What follows belongs to an exercise in optimizing a design on an open flow for small area, a short achievable clock period and few clock cycles per item; a production flow would make more cautious choices. The RTL was checked by simulation tests, not by an equivalence proof against the original design.

==> job 6194 <==
Design ifft_core, start of the top module:
module ifft_core #(
    parameter int N     = 16,
    parameter int LOG2N = 4,
    parameter int DW    = 8,
    parameter int TW    = 8
) (
    input  logic          clk,
    input  logic          rst,
    input  logic          in_valid,
    output logic          in_ready,
    input  logic [DW-1:0] in_re,
    input  logic [DW-1:0] in_im,
    output logic          out_valid,
    input  logic          out_ready,
    output logic [DW-1:0] out_re,
    output logic [DW-1:0] out_im,
    output logic          out_last,
    output logic          busy
);
==> module ifft_tw2b, before the edit <==
module ifft_tw2b (
    input  logic [9:0] va,
    input  logic [9:0] vb,
    input  logic       half,
    input  logic       kq,
    input  logic       kr,
    output logic [8:0] u_re,
    output logic [8:0] u_im,
    output logic       neg,
    output logic       cz
);
    logic [15:0] a, b, x, y;
    logic [8:0]  v1, v2;
    logic        mul, sw;
    always_comb begin
        a  = {{6{va[9]}}, va};
        b  = {{6{vb[9]}}, vb};
        x  = ifft_pkg::sum4(a << 5, a << 3, a << 2, a, 1'b0, 1'b0, 1'b0);
        y  = ifft_pkg::sum4(b << 5, b << 3, b << 2, b, 1'b0, 1'b0, 1'b0);
        mul = half && kr;
        sw  = half && kq;
        v1  = mul ? x[14:6] : a[8:0];
        v2  = mul ? y[14:6] : b[8:0];
        u_re = sw ? v2 : v1;
        u_im = sw ? v1 : v2;
        neg  = sw;
        cz   = sw && mul && (y[5:0] != 6'd0);
    end
endmodule
==> module ifft_tw3b, before the edit <==
module ifft_tw3b (
    input  logic       [7:0] b_re,
    input  logic       [7:0] b_im,
    input  logic       [8:0] b5_re,
    input  logic       [8:0] b5_im,
    input  logic             half,
    input  logic       [2:0] k,
    output logic       [8:0] u_re,
    output logic       [8:0] u_im,
    output logic             neg,
    output logic             cz
);
    logic [15:0] br, bi, r5, i5, x, y, px, py;
    logic        pass, rot, mul, r1, r2, r3, sw;
    logic [15:0] x1, x2, x3, x4, y1, y2, y3, y4;
    always_comb begin
        br = ifft_pkg::sx(b_re);
        bi = ifft_pkg::sx(b_im);
        r5 = {{5{b5_re[8]}}, b5_re, b_re[1:0]};
        i5 = {{5{b5_im[8]}}, b5_im, b_im[1:0]};
        r1 = (k[1:0] == 2'd1);
        r2 = (k[1:0] == 2'd2);
        r3 = (k[1:0] == 2'd3);
        x1 = r2 ? (r5 << 3) : (br << 6);
        x2 = r2 ? r5 : ~r5;
        x3 = (r2 ? (i5 << 3) : (bi << 4)) ^ {16{!r3}};
        x4 = (r2 ? i5 : (bi << 3)) ^ {16{!r3}};
        x  = ifft_pkg::sum4(x1, x2, x3, x4, !r2, !r3, !r3);
        y1 = r2 ? (r5 << 3) : (br << 4);
        y2 = r2 ? r5 : (br << 3);
        y3 = (r2 ? (i5 << 3) : (bi << 6)) ^ {16{r3}};
        y4 = r1 ? ~i5 : i5;
        y  = ifft_pkg::sum4(y1, y2, y3, y4, 1'b0, r3, r1);
        sw = r3 ^ k[2];
        px = sw ? y : x;
        py = sw ? x : y;
        pass = !half || (k == 3'd0);
        rot  = half && (k == 3'd4);
        mul  = half && (k[1:0] != 2'd0);
        u_re = ({9{pass}} & br[8:0]) | ({9{rot}} & bi[8:0]) | ({9{mul}} & px[14:6]);
        u_im = ({9{pass}} & bi[8:0]) | ({9{rot}} & br[8:0]) | ({9{mul}} & py[14:6]);
        neg  = rot | (mul & k[2]);
        cz   = mul && k[2] && (px[5:0] != 6'd0);
    end
endmodule
export LEC_CHECK = 0
export CAP_MARGIN = 20
export CORE_MARGIN = 2
export CORE_UTILIZATION = 25
export PLACE_DENSITY = 0.45
export SLEW_MARGIN = 20
create_clock -name core_clock -period 15.0 [get_ports {clk}]
standard.sh (not shown) runs the stock make flow with config.mk's settings and CLKGATE_MAP_FILE= SYNTH_SCRIPT=/design/flow/synth_recipe.tcl, a recipe that flattens the netlist after the stock synthesis.
==> flow/flow/run.sh <==
#!/bin/bash
# Standard layout, with timing repair asked to leave SETUP_SLACK_MARGIN ns of
# setup slack at the design's clock (so it works towards a shorter period).
# The synthesis is the standard one, unchanged. Each step's output goes to a log here.
set -euo pipefail
MARGIN=$(cat flow/margin.txt)
bash standard.sh synth > synth.log 2>&1
bash standard.sh SETUP_SLACK_MARGIN="$MARGIN" finish > layout.log 2>&1
==> flow/flow/margin.txt <==
10.6
==> job 3075: changes against job 6194 <==
--- a/flow/design.v
+++ b/flow/design.v
@@ -18,3 +18,5 @@
     function automatic logic [15:0] fadd(input logic [15:0] x, input logic [15:0] y, input logic ci);
-        fadd = x + y + 16'(ci);
+        logic [16:0] t;
+        t = {x, 1'b1} + {y, ci};
+        fadd = t[16:1];
     endfunction
@@ -60,3 +62,2 @@
     logic [15:0] a, b, x, y;
-    logic [8:0]  v1, v2;
     logic        mul, sw;
@@ -69,6 +70,6 @@
         sw  = half && kq;
-        v1  = mul ? x[14:6] : a[8:0];
-        v2  = mul ? y[14:6] : b[8:0];
-        u_re = sw ? v2 : v1;
-        u_im = sw ? v1 : v2;
+        u_re = ({9{!sw && !mul}} & a[8:0]) | ({9{!sw && mul}} & x[14:6])
+             | ({9{sw && !mul}} & b[8:0])  | ({9{sw && mul}} & y[14:6]);
+        u_im = ({9{!sw && !mul}} & b[8:0]) | ({9{!sw && mul}} & y[14:6])
+             | ({9{sw && !mul}} & a[8:0])  | ({9{sw && mul}} & x[14:6]);
         neg  = sw;
@@ -105,3 +106,3 @@
 );
-    logic [15:0] br, bi, r5, i5, x, y, px, py;
+    logic [15:0] br, bi, r5, i5, x, y;
     logic        pass, rot, mul, r1, r2, r3, sw;
@@ -127,4 +128,2 @@
         sw = r3 ^ k[2];
-        px = sw ? y : x;
-        py = sw ? x : y;
         pass = !half || (k == 3'd0);
@@ -132,6 +131,8 @@
         mul  = half && (k[1:0] != 2'd0);
-        u_re = ({9{pass}} & br[8:0]) | ({9{rot}} & bi[8:0]) | ({9{mul}} & px[14:6]);
-        u_im = ({9{pass}} & bi[8:0]) | ({9{rot}} & br[8:0]) | ({9{mul}} & py[14:6]);
+        u_re = ({9{pass}} & br[8:0]) | ({9{rot}} & bi[8:0])
+             | ({9{mul && !sw}} & x[14:6]) | ({9{mul && sw}} & y[14:6]);
+        u_im = ({9{pass}} & bi[8:0]) | ({9{rot}} & br[8:0])
+             | ({9{mul && !sw}} & y[14:6]) | ({9{mul && sw}} & x[14:6]);
         neg  = rot | (mul & k[2]);
-        cz   = mul && k[2] && (px[5:0] != 6'd0);
+        cz   = mul && k[2] && ((sw ? y[5:0] : x[5:0]) != 6'd0);
     end
==> flow/flow/run.sh (replaced) <==
#!/bin/bash
# Standard layout, with timing repair asked to leave SETUP_SLACK_MARGIN ns of
# setup slack at the design's clock (so it works towards a shorter period),
# and a clock tree of smaller buffers without dummy balancing loads.
# The synthesis is the standard one, unchanged. Each step's output goes to a log here.
set -euo pipefail
MARGIN=$(cat flow/margin.txt)
CTS="$(cat flow/cts_args.txt)"
bash standard.sh synth > synth.log 2>&1
bash standard.sh SETUP_SLACK_MARGIN="$MARGIN" CTS_ARGS="$CTS" finish > layout.log 2>&1
==> flow/flow/cts_args.txt (new file) <==
-sink_clustering_enable -repair_clock_nets -dont_use_dummy_load -sink_clustering_size 24 -buf_list sky130_fd_sc_hd__clkbuf_8
==> qor summary <==
quantity	job 3075	job 6194
Result of the run	finished clean	finished clean
Placed standard-cell area	36,600 um^2	37,100 um^2
Worst Setup End Kind	primary output	flip-flop
CP arrival	1.48 ns	4.81 ns
Area growth from synthesis to final layout	14.1%	16.6%
Post-layout utilization of the core	28.7%	29.4%
Maximum clock frequency	223 MHz	227 MHz
Number of nets in the synthesized netlist	3,166	3,201
Worst slack on hold paths	0.356 ns	0.387 ns
RD Place Congestion	0.823	0.801
Worst Path Max Fanout	2	8
Slack of the worst reg-to-reg path	10.61 ns	10.59 ns
Portion of the post-synthesis area used by sequential elements	53.0%	52.2%
Final critical delay including setup and external delays	4.48 ns	4.41 ns
Worst-case clock skew	0.115 ns	0.0476 ns
Yosys top cell area share	50.4%	49.7%
Pre-CTS setup slack	9.74 ns	9.74 ns
Proportion of cell area occupied by multi-input gates	38.9%	38.8%
Floorplan core area	135,000 um^2	137,000 um^2
Tot GR Track Use	10.8%	10.9%
Depth of the critical timing path with buffers and inverters included	1	16
Testbench counts of job 6194, summed over its fixed seeds: cycles 4,360, frames 256.
Testbench counts of job 3075, summed over its fixed seeds: cycles 4,360, frames 256.

what the ideal ports hide:
In the flow no input, the clock included, has a driving cell. The finished layouts below were timed again as built, in two steps. Step 1 assumes that a clkbuf_16 drives the clock port and a buf_2 every other input. Step 2, shift: input delay + t, output delay - t, t = (earliest + latest rising clock arrival at the registers) / 2. This alone moves slack from input paths to output paths. Slacks: ideal ports / drivers / drivers and shift; pairs: ideal ports / drivers.
| run | t, ns | slack for setup (ns) | hold slack, ns | clock arrival spread, ns | worst register clock-pin slew, ns |
|---|---|---|---|---|---|
| job 6194 | 0.730 | 10.593 / 10.549 / 10.139 | 0.387 / 0.387 / 0.387 | 0.053 / 0.053 | 0.07 / 0.07 |
| job 3075 | 0.811 | 10.522 / 10.457 / 9.879 | 0.356 / 0.356 / 0.356 | 0.164 / 0.163 | 0.07 / 0.07 |
After both steps every run listed still meets setup and hold. The setup slack of job 3075, which loses most, moves by -0.065 ns with the drivers and by -0.643 ns with both steps.
